What follows belongs to an exercise in optimizing a design on an open flow for small area, a short achievable clock period and few clock cycles; a production flow would make more cautious choices. In this exercise RTL edits were held to simulation tests only and were not proved equivalent to the original. Power and IR drop assume default switching activity.

==> v15 <==
==> flow/design.v <==
module serial_sorter #(
  parameter int unsigned WIDTH  = 32,
  parameter int unsigned DEPTH  = 16,
  parameter bit          SIGNED = 1'b1
) (
  input  logic             clk,
  input  logic             rst_n,
  input  logic [WIDTH-1:0] data_serial_i,
  input  logic             data_valid_i,
  input  logic             data_last_i,
  input  logic             descending_i,
  output logic             data_ready_o,
  input  logic             out_ready_i,
  output logic [WIDTH-1:0] data_serial_o,
  output logic             data_valid_o,
  output logic             data_last_o,
  output logic             busy_o
);
  logic             pre_v_q;
  logic [WIDTH-1:0] pre_d_q;
  logic             pre_last_q;
  logic             pre_desc_q;
  logic             in_v_q;
  logic [WIDTH-1:0] in_d_q;
  logic             in_last_q;
  logic             in_desc_q;
  logic [DEPTH-1:0] hg_q, hl_q, lg_q;
  logic [DEPTH-1:0][WIDTH-1:0] c_q;
  logic [DEPTH-1:0] occ_q;    
  logic [DEPTH-1:0] open_q;   
  logic [DEPTH-1:0] last_q;   
  logic             desc_q;   
  logic             o_v_q, s_v_q;
  logic [WIDTH-1:0] o_d_q, s_d_q;
  logic             o_last_q, s_last_q;
  logic             full_q;   
  logic             ready_q, busy_q;
  logic             ins_q, adv_q;   
  logic             pop, o_free, room, ins, adv, close, accept, one_hole;
  logic             pre_v_n, in_v_n, s_v_n, full_n, ready_n;
  logic             hg_in, hl_in, lg_in;
  logic [DEPTH-1:0] hg_pre, hl_pre, lg_pre;   
  logic [DEPTH-1:0] hg_src, hl_src, lg_src;
  logic [DEPTH-1:0] after;        
  logic [DEPTH-1:0] mv;           
  logic [DEPTH-1:0] put;          
  logic [DEPTH-1:0] hole_above;   
  logic [DEPTH-1:0] from_below;   
  logic [DEPTH-1:0] keep;         
  localparam int unsigned HW = WIDTH / 2;
  function automatic logic [1:0] compare(input logic [HW-1:0] a,
                                         input logic [HW-1:0] b);
    logic [HW-1:0] g, l;
    g = a & ~b;
    l = ~a & b;
    for (int s = 1; s < int'(HW); s = s * 2) begin
      for (int j = 0; j + s < int'(HW); j = j + 2 * s) begin
        g[j] = g[j+s] | (~l[j+s] & g[j]);
        l[j] = l[j+s] | (~g[j+s] & l[j]);
      end
    end
    compare = {g[0], l[0]};
  endfunction
  function automatic logic [HW-1:0] upper(input logic [WIDTH-1:0] a);
    upper = a[WIDTH-1:HW];
    if (SIGNED) upper[HW-1] = ~a[WIDTH-1];
  endfunction
  assign data_valid_o  = o_v_q;
  assign data_serial_o = o_d_q;
  assign data_last_o   = o_last_q;
  assign pop        = occ_q[DEPTH-1] & ~s_v_q;
  assign o_free     = ~o_v_q | out_ready_i;
  assign room       = ~full_q | ~s_v_q;
  assign ins        = ins_q;    
  assign adv        = adv_q;    
  assign close      = ins & (in_last_q | open_q[DEPTH-2]);
  assign accept     = data_valid_i & ready_q;
  assign data_ready_o = ready_q;
  assign busy_o       = busy_q;
  assign pre_v_n  = accept | (pre_v_q & ~adv);
  assign in_v_n   = adv | (in_v_q & ~ins);
  assign s_v_n    = s_v_q ? ~o_free : (pop & ~o_free);
  always_comb begin
    logic [DEPTH-1:0] a1, a2;
    a1 = ~occ_q;
    a2 = '0;
    for (int s = 1; s < int'(DEPTH); s = s * 2) begin
      for (int j = 0; j + s < int'(DEPTH); j = j + 2 * s) begin
        a2[j] = a2[j] | a2[j+s] | (a1[j] & a1[j+s]);
        a1[j] = a1[j] | a1[j+s];
      end
    end
    one_hole = a1[0] & ~a2[0];
  end
  assign full_n   = full_q ? ~(pop & ~ins) : (one_hole & ins & ~pop);
  assign ready_n  = ~pre_v_n | ~in_v_n | ~full_n | ~s_v_n;
  assign {hg_in, hl_in} = compare(upper(in_d_q), upper(pre_d_q));
  assign lg_in          = compare(in_d_q[HW-1:0], pre_d_q[HW-1:0]) >> 1;
  always_comb begin
    hg_pre[DEPTH-1] = 1'b0;
    hl_pre[DEPTH-1] = 1'b0;
    lg_pre[DEPTH-1] = 1'b0;
    after[DEPTH-1]  = 1'b0;
    for (int i = 0; i < int'(DEPTH) - 1; i++) begin
      {hg_pre[i], hl_pre[i]} = compare(upper(c_q[i]), upper(pre_d_q));
      lg_pre[i] = compare(c_q[i][HW-1:0], pre_d_q[HW-1:0]) >> 1;
      after[i]  = open_q[i] & ((hg_q[i] | (~hl_q[i] & lg_q[i])) ^ desc_q);
    end
    hole_above[DEPTH-1] = 1'b0;
    for (int i = int'(DEPTH) - 2; i >= 0; i--)
      hole_above[i] = hole_above[i+1] | ~occ_q[i+1];
    for (int i = 0; i < int'(DEPTH); i++)
      mv[i] = occ_q[i] & (open_q[i] ? (ins & ~after[i]) : (hole_above[i] | pop));
    put[0] = ins & ~after[0];
    for (int i = 1; i < int'(DEPTH); i++)
      put[i] = ins & after[i-1] & ~after[i];
    from_below[0] = 1'b0;
    for (int i = 1; i < int'(DEPTH); i++)
      from_below[i] = mv[i-1];
    keep = ~(from_below | put);
    hg_src = adv ? hg_pre : hg_q;
    hl_src = adv ? hl_pre : hl_q;
    lg_src = adv ? lg_pre : lg_q;
  end
  always_ff @(posedge clk or negedge rst_n) begin
    if (!rst_n) begin
      ready_q <= 1'b0;
      busy_q  <= 1'b0;
      full_q  <= 1'b0;
      ins_q   <= 1'b0;
      adv_q   <= 1'b0;
      pre_v_q <= 1'b0;
      in_v_q  <= 1'b0;
      occ_q   <= '0;
      open_q  <= '0;
      desc_q  <= 1'b0;
      o_v_q   <= 1'b0;
      s_v_q   <= 1'b0;
    end else begin
      ready_q <= ready_n;
      busy_q  <= ~ready_n;
      full_q  <= full_n;
      ins_q   <= in_v_n & (~full_n | ~s_v_n);
      adv_q   <= pre_v_n & (~in_v_n | ~full_n | ~s_v_n);
      if (o_free) o_v_q <= s_v_q | pop;
      s_v_q   <= s_v_n;
      pre_v_q <= pre_v_n;
      in_v_q  <= in_v_n;
      if (ins && !open_q[0]) desc_q <= in_desc_q;
      occ_q  <= from_below | put | (occ_q & ~mv);
      open_q <= ((from_below & (open_q << 1)) | put | (open_q & ~mv)) & {DEPTH{~close}};
      open_q[DEPTH-1] <= 1'b0;
    end
  end
  always_ff @(posedge clk) begin
    if (accept) begin
      pre_d_q    <= data_serial_i;
      pre_last_q <= data_last_i;
      pre_desc_q <= descending_i;
    end
    if (adv) begin
      in_d_q    <= pre_d_q;
      in_last_q <= pre_last_q;
      in_desc_q <= pre_desc_q;
    end
    if (o_free) begin
      o_d_q    <= s_v_q ? s_d_q : c_q[DEPTH-1];
      o_last_q <= s_v_q ? s_last_q : last_q[DEPTH-1];
    end
    if (!s_v_q) begin
      s_d_q    <= c_q[DEPTH-1];
      s_last_q <= last_q[DEPTH-1];
    end
    hg_q <= (from_below & (hg_src << 1)) | (put & {DEPTH{hg_in}}) | (keep & hg_src);
    hl_q <= (from_below & (hl_src << 1)) | (put & {DEPTH{hl_in}}) | (keep & hl_src);
    lg_q <= (from_below & (lg_src << 1)) | (put & {DEPTH{lg_in}}) | (keep & lg_src);
    for (int i = 0; i < int'(DEPTH); i++) begin
      c_q[i] <= ({WIDTH{from_below[i]}} & c_q[(i + int'(DEPTH) - 1) % int'(DEPTH)])
              | ({WIDTH{put[i]}}        & in_d_q)
              | ({WIDTH{keep[i]}}       & c_q[i]);
    end
    last_q <= (from_below & (last_q << 1))
            | (put & {{(DEPTH-1){1'b0}}, close})
            | (keep & (last_q | {{(DEPTH-1){1'b0}}, close}));
  end
endmodule
==> flow/run.sh <==
#!/bin/bash
# synth_recipe.tcl (not shown) runs the flow's synth.tcl, then flattens the netlist and writes it again
# the make line also repeats each setting of config.mk as NAME=value (left out here)
make -C /OpenROAD-flow-scripts/flow DESIGN_CONFIG=/design/flow/config.mk WORK_HOME=/design/flow/orfs CLKGATE_MAP_FILE= SYNTH_SCRIPT=/design/flow/synth_recipe.tcl finish
==> flow/config.mk <==
export PLATFORM = sky130hd
export DESIGN_NAME = serial_sorter
export DESIGN_NICKNAME = serial_sorter
export VERILOG_FILES = /design/flow/design.v
export SDC_FILE = /design/flow/constraint.sdc
export NUM_CORES = 4
export LEC_CHECK = 0
export CAP_MARGIN = 20
export CORE_MARGIN = 2
export CORE_UTILIZATION = 55
export SETUP_SLACK_MARGIN = 2.2
export SLEW_MARGIN = 20
==> flow/constraint.sdc <==
create_clock -name core_clock -period 5.0 [get_ports {clk}]
set_input_delay 1.0000 -clock core_clock [delete_from_list [all_inputs] [get_ports {clk}]]
set_output_delay 1.0000 -clock core_clock [all_outputs]
set_load 0.01 [all_outputs]
==> v13: changes against v15 <==
==> flow/design.v, changed modules only <==
module serial_sorter #(
  parameter int unsigned WIDTH  = 32,
  parameter int unsigned DEPTH  = 16,
  parameter bit          SIGNED = 1'b1
) (
  input  logic             clk,
  input  logic             rst_n,
  input  logic [WIDTH-1:0] data_serial_i,
  input  logic             data_valid_i,
  input  logic             data_last_i,
  input  logic             descending_i,
  output logic             data_ready_o,
  input  logic             out_ready_i,
  output logic [WIDTH-1:0] data_serial_o,
  output logic             data_valid_o,
  output logic             data_last_o,
  output logic             busy_o
);
  logic             pre_v_q;
  logic [WIDTH-1:0] pre_d_q;
  logic [WIDTH-1:0] pre_dn_q;   
  logic             pre_last_q;
  logic             pre_desc_q;
  logic             in_v_q;
  logic [WIDTH-1:0] in_d_q;
  logic             in_last_q;
  logic             in_desc_q;
  logic [DEPTH-1:0] hg_q, hl_q, lg_q;
  logic [DEPTH-1:0][WIDTH-1:0] c_q;
  logic [DEPTH-1:0] occ_q;    
  logic [DEPTH-1:0] open_q;   
  logic [DEPTH-1:0] last_q;   
  logic             desc_q;   
  logic             ndesc_q;  
  logic             s_v_q;
  logic [WIDTH-1:0] s_d_q;
  logic             s_last_q;
  logic             ready_q, busy_q;
  logic             ins_q, adv_q;   
  logic             pop, take, top_free, room, ins, adv, close, accept;
  logic             top_in_v, top_in_last;   
  logic [WIDTH-1:0] top_in_d;
  logic             pre_v_n, in_v_n, s_v_n, ready_n;
  logic [DEPTH-1:0] occ_n;
  logic             hg_in, hl_in, lg_in;
  logic [DEPTH-1:0] hg_pre, hl_pre, lg_pre;   
  logic [DEPTH-1:0] hg_src, hl_src, lg_src;
  logic [DEPTH-1:0] after;        
  logic [DEPTH-1:0] mv;           
  logic [DEPTH-1:0] put;          
  logic [DEPTH-1:0] from_below;   
  logic [DEPTH-1:0] keep;         
  localparam int unsigned HW = WIDTH / 2;
  function automatic logic [1:0] compare(input logic [HW-1:0] a,
                                         input logic [HW-1:0] b);
    logic [HW-1:0] g, l;
    g = a & ~b;
    l = ~a & b;
    for (int s = 1; s < int'(HW); s = s * 2) begin
      for (int j = 0; j + s < int'(HW); j = j + 2 * s) begin
        g[j] = g[j+s] | (~l[j+s] & g[j]);
        l[j] = l[j+s] | (~g[j+s] & l[j]);
      end
    end
    compare = {g[0], l[0]};
  endfunction
  function automatic logic [HW-1:0] upper(input logic [WIDTH-1:0] a);
    upper = a[WIDTH-1:HW];
    if (SIGNED) upper[HW-1] = ~a[WIDTH-1];
  endfunction
  assign data_valid_o  = occ_q[DEPTH-1];
  assign data_serial_o = c_q[DEPTH-1];
  assign data_last_o   = last_q[DEPTH-1];
  assign pop        = ~s_v_q;
  assign take       = occ_q[DEPTH-1] & out_ready_i;
  assign top_free   = ~occ_q[DEPTH-1] | take;
  assign room       = ~s_v_q;
  assign ins        = ins_q;    
  assign adv        = adv_q;    
  assign close      = ins & (in_last_q | open_q[DEPTH-2]);
  assign accept     = data_valid_i & ready_q;
  assign data_ready_o = ready_q;
  assign busy_o       = busy_q;
  assign pre_v_n  = accept | (pre_v_q & ~adv);
  assign in_v_n   = adv | (in_v_q & ~ins);
  assign top_in_v    = mv[DEPTH-2] | put[DEPTH-1];
  assign top_in_d    = put[DEPTH-1] ? in_d_q : c_q[DEPTH-2];
  assign top_in_last = ~put[DEPTH-1] & last_q[DEPTH-2];
  assign s_v_n    = s_v_q ? ~take : (top_in_v & ~top_free);
  assign ready_n  = ~pre_v_n | ~in_v_n | ~s_v_n;
  assign {hg_in, hl_in} = compare(upper(in_d_q), upper(pre_d_q));
  assign lg_in          = compare(in_d_q[HW-1:0], pre_d_q[HW-1:0]) >> 1;
  always_comb begin
    hg_pre[DEPTH-1] = 1'b0;
    hl_pre[DEPTH-1] = 1'b0;
    lg_pre[DEPTH-1] = 1'b0;
    after[DEPTH-1]  = 1'b0;
    for (int i = 0; i < int'(DEPTH) - 1; i++) begin
      logic [WIDTH-1:0] b;
      b = (i < int'(DEPTH) / 2) ? pre_d_q : ~pre_dn_q;
      {hg_pre[i], hl_pre[i]} = compare(upper(c_q[i]), upper(b));
      lg_pre[i] = compare(c_q[i][HW-1:0], b[HW-1:0]) >> 1;
      after[i]  = open_q[i] & ((hg_q[i] | (~hl_q[i] & lg_q[i])) ^
                               ((i < int'(DEPTH) / 2) ? desc_q : ~ndesc_q));
    end
    for (int i = 0; i < int'(DEPTH) - 1; i++)
      mv[i] = occ_q[i] & (open_q[i] ? (ins & ~after[i]) : pop);
    mv[DEPTH-1] = take;
    put[0] = ins & ~after[0];
    for (int i = 1; i < int'(DEPTH); i++)
      put[i] = ins & after[i-1] & ~after[i];
    from_below[0] = 1'b0;
    for (int i = 1; i < int'(DEPTH); i++)
      from_below[i] = mv[i-1];
    keep = ~(from_below | put);
    occ_n = from_below | put | (occ_q & ~mv);
    occ_n[DEPTH-1] = s_v_q | top_in_v | ~top_free;
    hg_src = adv ? hg_pre : hg_q;
    hl_src = adv ? hl_pre : hl_q;
    lg_src = adv ? lg_pre : lg_q;
  end
  always_ff @(posedge clk or negedge rst_n) begin
    if (!rst_n) begin
      ready_q <= 1'b0;
      busy_q  <= 1'b0;
      ins_q   <= 1'b0;
      adv_q   <= 1'b0;
      pre_v_q <= 1'b0;
      in_v_q  <= 1'b0;
      occ_q   <= '0;
      open_q  <= '0;
      s_v_q   <= 1'b0;
    end else begin
      ready_q <= ready_n;
      busy_q  <= ~ready_n;
      ins_q   <= in_v_n & ~s_v_n;
      adv_q   <= pre_v_n & (~in_v_n | ~s_v_n);
      s_v_q   <= s_v_n;
      pre_v_q <= pre_v_n;
      in_v_q  <= in_v_n;
      occ_q  <= occ_n;
      open_q <= ((from_below & (open_q << 1)) | put | (open_q & ~mv)) & {DEPTH{~close}};
      open_q[DEPTH-1] <= 1'b0;
    end
  end
  always_ff @(posedge clk) begin
    if (accept) begin
      pre_d_q    <= data_serial_i;
      pre_dn_q   <= ~data_serial_i;
      pre_last_q <= data_last_i;
      pre_desc_q <= descending_i;
    end
    if (adv) begin
      in_d_q    <= pre_d_q;
      in_last_q <= pre_last_q;
      in_desc_q <= pre_desc_q;
    end
    if (ins && !open_q[0]) begin
      desc_q  <= in_desc_q;
      ndesc_q <= ~in_desc_q;
    end
    if (!s_v_q) begin
      s_d_q    <= top_in_d;
      s_last_q <= top_in_last;
    end
    hg_q <= (from_below & (hg_src << 1)) | (put & {DEPTH{hg_in}}) | (keep & hg_src);
    hl_q <= (from_below & (hl_src << 1)) | (put & {DEPTH{hl_in}}) | (keep & hl_src);
    lg_q <= (from_below & (lg_src << 1)) | (put & {DEPTH{lg_in}}) | (keep & lg_src);
    for (int i = 0; i < int'(DEPTH) - 1; i++) begin
      c_q[i] <= ({WIDTH{from_below[i]}} & c_q[(i + int'(DEPTH) - 1) % int'(DEPTH)])
              | ({WIDTH{put[i]}}        & in_d_q)
              | ({WIDTH{keep[i]}}       & c_q[i]);
    end
    last_q[DEPTH-2:0] <= (from_below[DEPTH-2:0] & (last_q[DEPTH-2:0] << 1))
                       | (put[DEPTH-2:0] & {{(DEPTH-2){1'b0}}, close})
                       | (keep[DEPTH-2:0] & (last_q[DEPTH-2:0] | {{(DEPTH-2){1'b0}}, close}));
    if (top_free) begin
      c_q[DEPTH-1]    <= s_v_q ? s_d_q : top_in_d;
      last_q[DEPTH-1] <= s_v_q ? s_last_q : top_in_last;
    end
  end
endmodule
- CORE_UTILIZATION: 55 -> 60
- CTS_CLUSTER_DIAMETER: unset -> 60
- CTS_CLUSTER_SIZE: unset -> 30
- SETUP_SLACK_MARGIN: 2.2 -> 2.3
==> v34: changes against v15 <==
==> flow/design.v, changed modules only <==
module serial_sorter #(
  parameter int unsigned WIDTH  = 32,
  parameter int unsigned DEPTH  = 16,
  parameter bit          SIGNED = 1'b1
) (
  input  logic             clk,
  input  logic             rst_n,
  input  logic [WIDTH-1:0] data_serial_i,
  input  logic             data_valid_i,
  input  logic             data_last_i,
  input  logic             descending_i,
  output logic             data_ready_o,
  input  logic             out_ready_i,
  output logic [WIDTH-1:0] data_serial_o,
  output logic             data_valid_o,
  output logic             data_last_o,
  output logic             busy_o
);
  logic             pre_v_q;
  logic [WIDTH-1:0] pre_d_q;
  logic             pre_last_q;
  logic             pre_desc_q;
  logic             in_v_q;
  logic [WIDTH-1:0] in_d_q;
  logic             in_last_q;
  logic             in_desc_q;
  logic [DEPTH-1:0] hg_q, hl_q, lg_q;
  logic [DEPTH-1:0][WIDTH-1:0] c_q;
  logic [DEPTH-1:0] occ_q;    
  logic [DEPTH-1:0] open_q;   
  logic [DEPTH-1:0] last_q;   
  logic             desc_q;   
  logic             s_v_q;
  logic [WIDTH-1:0] s_d_q;
  logic             s_last_q;
  logic             ready_q, busy_q;
  logic             ins_q, adv_q;   
  logic             pop, take, top_free, room, ins, adv, close, accept;
  logic             top_in_v, top_in_last;   
  logic [WIDTH-1:0] top_in_d;
  logic             pre_v_n, in_v_n, s_v_n, ready_n;
  logic [DEPTH-1:0] occ_n;
  logic             hg_in, hl_in, lg_in;
  logic [DEPTH-1:0] hg_pre, hl_pre, lg_pre;   
  logic [DEPTH-1:0] hg_src, hl_src, lg_src;
  logic [DEPTH-1:0] after;        
  logic [DEPTH-1:0] mv;           
  logic [DEPTH-1:0] put;          
  logic [DEPTH-1:0] hole_above;   
  logic [DEPTH-1:0] from_below;   
  logic [DEPTH-1:0] keep;         
  localparam int unsigned HW = WIDTH / 2;
  function automatic logic [1:0] compare(input logic [HW-1:0] a,
                                         input logic [HW-1:0] b);
    logic [HW-1:0] g, l;
    g = a & ~b;
    l = ~a & b;
    for (int s = 1; s < int'(HW); s = s * 2) begin
      for (int j = 0; j + s < int'(HW); j = j + 2 * s) begin
        g[j] = g[j+s] | (~l[j+s] & g[j]);
        l[j] = l[j+s] | (~g[j+s] & l[j]);
      end
    end
    compare = {g[0], l[0]};
  endfunction
  function automatic logic [HW-1:0] upper(input logic [WIDTH-1:0] a);
    upper = a[WIDTH-1:HW];
    if (SIGNED) upper[HW-1] = ~a[WIDTH-1];
  endfunction
  assign data_valid_o  = occ_q[DEPTH-1];
  assign data_serial_o = c_q[DEPTH-1];
  assign data_last_o   = last_q[DEPTH-1];
  assign pop        = ~s_v_q;
  assign take       = occ_q[DEPTH-1] & out_ready_i;
  assign top_free   = ~occ_q[DEPTH-1] | take;
  assign room       = ~s_v_q;
  assign ins        = ins_q;    
  assign adv        = adv_q;    
  assign close      = ins & (in_last_q | open_q[DEPTH-2]);
  assign accept     = data_valid_i & ready_q;
  assign data_ready_o = ready_q;
  assign busy_o       = busy_q;
  assign pre_v_n  = accept | (pre_v_q & ~adv);
  assign in_v_n   = adv | (in_v_q & ~ins);
  assign top_in_v    = mv[DEPTH-2] | put[DEPTH-1];
  assign top_in_d    = put[DEPTH-1] ? in_d_q : c_q[DEPTH-2];
  assign top_in_last = ~put[DEPTH-1] & last_q[DEPTH-2];
  assign s_v_n    = s_v_q ? ~take : (top_in_v & ~top_free);
  assign ready_n  = ~pre_v_n | ~in_v_n | ~s_v_n;
  assign {hg_in, hl_in} = compare(upper(in_d_q), upper(pre_d_q));
  assign lg_in          = compare(in_d_q[HW-1:0], pre_d_q[HW-1:0]) >> 1;
  always_comb begin
    hg_pre[DEPTH-1] = 1'b0;
    hl_pre[DEPTH-1] = 1'b0;
    lg_pre[DEPTH-1] = 1'b0;
    after[DEPTH-1]  = 1'b0;
    for (int i = 0; i < int'(DEPTH) - 1; i++) begin
      {hg_pre[i], hl_pre[i]} = compare(upper(c_q[i]), upper(pre_d_q));
      lg_pre[i] = compare(c_q[i][HW-1:0], pre_d_q[HW-1:0]) >> 1;
      after[i]  = open_q[i] & ((hg_q[i] | (~hl_q[i] & lg_q[i])) ^ desc_q);
    end
    hole_above[DEPTH-1] = 1'b0;
    for (int i = int'(DEPTH) - 2; i >= 0; i--)
      hole_above[i] = hole_above[i+1] | ~occ_q[i+1];
    for (int i = 0; i < int'(DEPTH) - 1; i++)
      mv[i] = occ_q[i] & (open_q[i] ? (ins & ~after[i]) : (hole_above[i] | pop));
    mv[DEPTH-1] = take;
    put[0] = ins & ~after[0];
    for (int i = 1; i < int'(DEPTH); i++)
      put[i] = ins & after[i-1] & ~after[i];
    from_below[0] = 1'b0;
    for (int i = 1; i < int'(DEPTH); i++)
      from_below[i] = mv[i-1];
    keep = ~(from_below | put);
    occ_n = from_below | put | (occ_q & ~mv);
    occ_n[DEPTH-1] = s_v_q | top_in_v | ~top_free;
    hg_src = adv ? hg_pre : hg_q;
    hl_src = adv ? hl_pre : hl_q;
    lg_src = adv ? lg_pre : lg_q;
  end
  always_ff @(posedge clk or negedge rst_n) begin
    if (!rst_n) begin
      ready_q <= 1'b0;
      busy_q  <= 1'b0;
      ins_q   <= 1'b0;
      adv_q   <= 1'b0;
      pre_v_q <= 1'b0;
      in_v_q  <= 1'b0;
      occ_q   <= '0;
      open_q  <= '0;
      desc_q  <= 1'b0;
      s_v_q   <= 1'b0;
    end else begin
      ready_q <= ready_n;
      busy_q  <= ~ready_n;
      ins_q   <= in_v_n & ~s_v_n;
      adv_q   <= pre_v_n & (~in_v_n | ~s_v_n);
      s_v_q   <= s_v_n;
      pre_v_q <= pre_v_n;
      in_v_q  <= in_v_n;
      if (ins && !open_q[0]) desc_q <= in_desc_q;
      occ_q  <= occ_n;
      open_q <= ((from_below & (open_q << 1)) | put | (open_q & ~mv)) & {DEPTH{~close}};
      open_q[DEPTH-1] <= 1'b0;
    end
  end
  always_ff @(posedge clk) begin
    if (accept) begin
      pre_d_q    <= data_serial_i;
      pre_last_q <= data_last_i;
      pre_desc_q <= descending_i;
    end
    if (adv) begin
      in_d_q    <= pre_d_q;
      in_last_q <= pre_last_q;
      in_desc_q <= pre_desc_q;
    end
    if (!s_v_q) begin
      s_d_q    <= top_in_d;
      s_last_q <= top_in_last;
    end
    hg_q <= (from_below & (hg_src << 1)) | (put & {DEPTH{hg_in}}) | (keep & hg_src);
    hl_q <= (from_below & (hl_src << 1)) | (put & {DEPTH{hl_in}}) | (keep & hl_src);
    lg_q <= (from_below & (lg_src << 1)) | (put & {DEPTH{lg_in}}) | (keep & lg_src);
    for (int i = 0; i < int'(DEPTH) - 1; i++) begin
      c_q[i] <= ({WIDTH{from_below[i]}} & c_q[(i + int'(DEPTH) - 1) % int'(DEPTH)])
              | ({WIDTH{put[i]}}        & in_d_q)
              | ({WIDTH{keep[i]}}       & c_q[i]);
    end
    last_q[DEPTH-2:0] <= (from_below[DEPTH-2:0] & (last_q[DEPTH-2:0] << 1))
                       | (put[DEPTH-2:0] & {{(DEPTH-2){1'b0}}, close})
                       | (keep[DEPTH-2:0] & (last_q[DEPTH-2:0] | {{(DEPTH-2){1'b0}}, close}));
    if (top_free) begin
      c_q[DEPTH-1]    <= s_v_q ? s_d_q : top_in_d;
      last_q[DEPTH-1] <= s_v_q ? s_last_q : top_in_last;
    end
  end
endmodule
- CORE_UTILIZATION: 55 -> 50
- CTS_CLUSTER_DIAMETER: unset -> 70
- CTS_CLUSTER_SIZE: unset -> 30
- SETUP_SLACK_MARGIN: 2.2 -> 2.3
==> results.txt <==
* 68.31% — fraction of the core area covered by cells at the end of the flow
* 0.8964 — final weighted congestion of routability-driven global placement
* 5.094% — share of flip-flops with an asynchronous set or reset after synthesis
* 6.212 — via/cell ratio
* 9 — total iterations of the first detailed-routing run
* 90 ps — clock slew seen by the registers of the worst setup and hold paths
* 48240 µm — Detail Route met2 WL
* 5427 — final cell count without fillers
* 8.236 µm² — syn_area_per_cell
* 75310 µm — half-perimeter wire length after placement
* 2220 ps — setup slack, reg-to-reg
* no timing/DRC/antenna violations — run status
-- figures above: v13

==> results.txt <==
* 6.349 — via/cell ratio
* 8.135 µm² — syn_area_per_cell
* 0.9544 — final weighted congestion of routability-driven global placement
* 1920 ps — setup slack, reg-to-reg
* 90440 µm — half-perimeter wire length after placement
* 9 — total iterations of the first detailed-routing run
* 5.470% — share of flip-flops with an asynchronous set or reset after synthesis
* 60780 µm — Detail Route met2 WL
* no timing/DRC/antenna violations — run status
* 58.32% — fraction of the core area covered by cells at the end of the flow
-- figures above: v34

==> results.txt <==
* 6.701 — via/cell ratio
* met5 — highest layer used for signal routing
* 8.294 µm² — syn_area_per_cell
* no timing/DRC/antenna violations — run status
* 4787 — NumNets Final
* 60 ps — clock slew seen by the registers of the worst setup and hold paths
* 2180 ps — setup slack, reg-to-reg
* 5761 — final cell count without fillers
* 28.87% — Slew headroom
* 100800 µm — half-perimeter wire length after placement
* 9 — number of cell instances on the worst register-to-register path
* 2819 ps — Final min period
* 8 — total iterations of the first detailed-routing run
* reg2reg — type of the tightest min-delay check
* reg2reg — category of the critical setup timing path
* 63100 µm — Detail Route met2 WL
* 5.481% — share of flip-flops with an asynchronous set or reset after synthesis
* 43.1% — portion of total power attributed to combinational logic
* 0.9845 — final weighted congestion of routability-driven global placement
-- figures above: v15

Testbench counts of v15, summed over its fixed seeds: cycles 4,008.
Testbench counts of v13, summed over its fixed seeds: cycles 4,000.
Testbench counts of v34, summed over its fixed seeds: cycles 4,000.

-- re-timing with driven ports --
The results above use ideal ports. As a check the final layouts listed here were re-extracted and re-timed, cells and wires unchanged. Step 1 sets driving cells, clkbuf_16 on the clock port and buf_2 on the other inputs (assumed; they add their load-dependent delay and slew). Step 2 also shifts input and output timing later by t, the mid clock arrival at the registers, as if the neighbouring blocks saw the same clock. a / b / c = ideal ports / drivers / drivers and shift; a / b = the first two.
run	t (ns)	slack for setup (ns)	worst setup path after step 2	worst data-port slew with drivers (ns)	pins driven straight from the clock port
v15	0.710	2.181 / 2.181 / 2.085	input to register	0.04	1
v13	0.690	2.218 / 2.218 / 2.036	input to register	0.05	1
v34	0.698	1.916 / 1.916 / 1.916	register to register	0.04	1
After both steps every run listed still meets setup and hold. The setup slack of v13, which loses most, moves by 0.000 ns with the drivers and by -0.182 ns with both steps.
